This design comes from an exercise in tuning for small area, a short achievable clock period and few clock cycles per item on the open sky130 flow, not from production work. Only simulation tests tie the RTL to the original design; equivalence was not proved. Power figures rest on the tool's default switching activity, not on a simulated workload.

Setup of the previous run:
Design frame_bitmap_allocator_core, start of the top module:
module frame_bitmap_allocator_core #(
    parameter int NUM_FRAMES = 1024,
    parameter int WORD_BITS  = 32
) (
    input  logic             i_clk,
    input  logic             i_rst_n,
    input  logic             i_cfg_we,
    input  logic [fba_pkg::CFG_W-1:0] i_cfg_wdata,
    input  logic               i_req_valid,
    output logic               o_req_ready,
    input  logic [fba_pkg::REQ_W-1:0]   i_req_type,
    input  logic [fba_pkg::FRAME_W-1:0] i_req_frame_index,
    input  logic               i_req_user_page,
    input  logic               i_req_writable_page,
    output logic               o_rsp_valid,
    input  logic               i_rsp_ready,
    output logic [fba_pkg::STATUS_W-1:0] o_rsp_status,
    output logic [fba_pkg::FRAME_W-1:0] o_rsp_frame_out,
    output logic               o_rsp_bit_is_set,
    output logic               o_rsp_entry_present,
    output logic               o_rsp_entry_writable,
    output logic               o_rsp_entry_user
);
    localparam int NR = 32;
    localparam int NC = 32;
    logic [NC-1:0]  r_bits [NR];
    logic [NR-1:0]  r_wr_row;
    logic [NC-1:0]  r_wr_data;
    logic [NR-1:0]  r_full;
    logic [NR-1:0]  r_ptr;
    logic [NR-1:0]  r_nxt;
    logic [NC-1:0]  r_cur;
    logic           r_p_ok;        
    logic           r_p_bnd;       
    logic [fba_pkg::CFG_W-1:0] r_frame_count;
    logic           r_q_valid;
    logic [1:0]     r_q_type;
    logic [NR-1:0]  r_q_rsel;      
    logic [4:0]     r_q_cidx;      
    logic           r_q_zero;      
    logic           r_q_alloc0;    
    logic           r_q_free1;     
    logic           r_q_user;
    logic           r_q_wr;
    fba_pkg::t_rsp  r_out;
  ...
clock: 10.0 ns
lec_check: 0
cap_margin: 20
core_margin: 2
core_utilization: 40
setup_slack_margin: 5
slew_margin: 20
standard.sh (not shown) runs the stock make flow with config.mk's settings and CLKGATE_MAP_FILE= SYNTH_SCRIPT=/design/flow/synth_recipe.tcl, a recipe that flattens the netlist after the stock synthesis.
==> flow/flow/run.sh <==
#!/bin/bash
set -euo pipefail
grep -q 'SETUP_SLACK_MARGIN=5' standard.sh
sed "s/SETUP_SLACK_MARGIN=5/SETUP_SLACK_MARGIN=6.5 'CTS_ARGS=-sink_clustering_enable -repair_clock_nets -sink_clustering_size 40 -sink_clustering_max_diameter 60 -dont_use_dummy_load'/" standard.sh > standard_tuned.sh
grep -q 'dont_use_dummy_load' standard_tuned.sh
bash standard_tuned.sh > flow_make.log 2>&1
test -s out/final.def
Testbench counts of the previous run, summed over its fixed seeds: cycles 24,032, items 24,000.
### the previous run -> the current run
-- flow/design.v --
<<< the previous run, line 100
        p = v;
        for (int k = 1; k < 32; k = k * 2) begin
            for (int i = 0; i < 32; i++) begin
                if (((i / k) % 2) == 1) p[i] = p[i] | p[(i / k) * k - 1];
            end
        end
>>> the current run, line 100
        p = v;
        for (int k = 1; k < 32; k = k * 2) begin
            for (int i = 31; i >= 0; i--) begin
                if (i >= k) p[i] = p[i] | p[i-k];
            end
        end
<<< the previous run, line 115
        logic [31:0] two;          
        logic [31:0] z;
        int          j;
        z   = ~v;
        one = z;
        two = '0;
        for (int k = 1; k < 32; k = k * 2) begin
            for (int i = 0; i < 32; i++) begin
                if (((i / k) % 2) == 1) begin
                    j      = (i / k) * k - 1;
                    two[i] = two[i] | two[j] | (one[i] & one[j]);
                    one[i] = one[i] | one[j];
                end
            end
>>> the current run, line 115
        logic [31:0] two;          
        logic [31:0] z;
        z   = ~v;
        one = z;
        two = '0;
        for (int k = 1; k < 32; k = k * 2) begin
            for (int i = 31; i >= 0; i--) begin
                if (i >= k) begin
                    two[i] = two[i] | two[i-k] | (one[i] & one[i-k]);
                    one[i] = one[i] | one[i-k];
                end
            end
<<< the previous run, line 131
    endfunction
    function automatic logic two_zeros(input logic [31:0] v);
        logic [31:0] one;
        logic [31:0] two;
        one = ~v;
        two = '0;
        for (int k = 1; k < 32; k = k * 2) begin
            for (int i = 0; i < 32; i = i + 2 * k) begin
                two[i] = two[i] | two[i+k] | (one[i] & one[i+k]);
                one[i] = one[i] | one[i+k];
            end
        end
        two_zeros = two[0];
    endfunction
    function automatic logic [4:0] encode(input logic [31:0] v);
>>> the current run, line 129
    endfunction
    function automatic logic two_zeros(input logic [31:0] v);
        logic [31:0] z;
        z = ~v;
        two_zeros = |(z & {prefix_or(z), 1'b0});
    endfunction
    function automatic logic [4:0] encode(input logic [31:0] v);
Notes after the runs:
- The current run finished all stages; the layout is clean.
- ~same clock-pin slew on the worst setup and hold paths in the current run and the previous run
- [the current run] cell area after placement rose 2.2% relative to the previous run
- The previous run → the current run: combined buffer and inverter count along the critical path now sits higher; global-route usage now sits higher; multiplexer fraction of the synthesized cell area picked up an extra 0.48 points; number of post-CTS setup repair buffers higher.
- Against the previous run, the current run reports a power drawn by the sequential cells that is lower.
Testbench counts of the current run, summed over its fixed seeds: cycles 24,032, items 24,000.

[re-timing with driven ports]
In the flow no input, the clock included, has a driving cell. The finished layouts below were timed again as built, in two steps.
Step 1 sets driving cells, clkbuf_16 on the clock port and buf_2 on the other inputs (assumed; they add their load-dependent delay and slew).
Step 2, shift: input delay + t, output delay - t, t = (earliest + latest rising clock arrival at the registers) / 2. This alone moves slack from input paths to output paths.
Slacks: ideal / step 1 / step 2; pairs: ideal / step 1.
| run | t (ns) | slack for setup (ns) | worst data-port slew with drivers (ns) |
|---|---|---|---|
| the previous run | 0.784 | 6.399 / 6.399 / 5.843 | 0.06 |
| the current run | 0.790 | 6.469 / 6.469 / 5.825 | 0.07 |
After both steps every run listed still meets setup and hold. For the current run, which loses most, drivers alone change the setup slack by 0.000 ns; drivers and shift together by -0.644 ns.
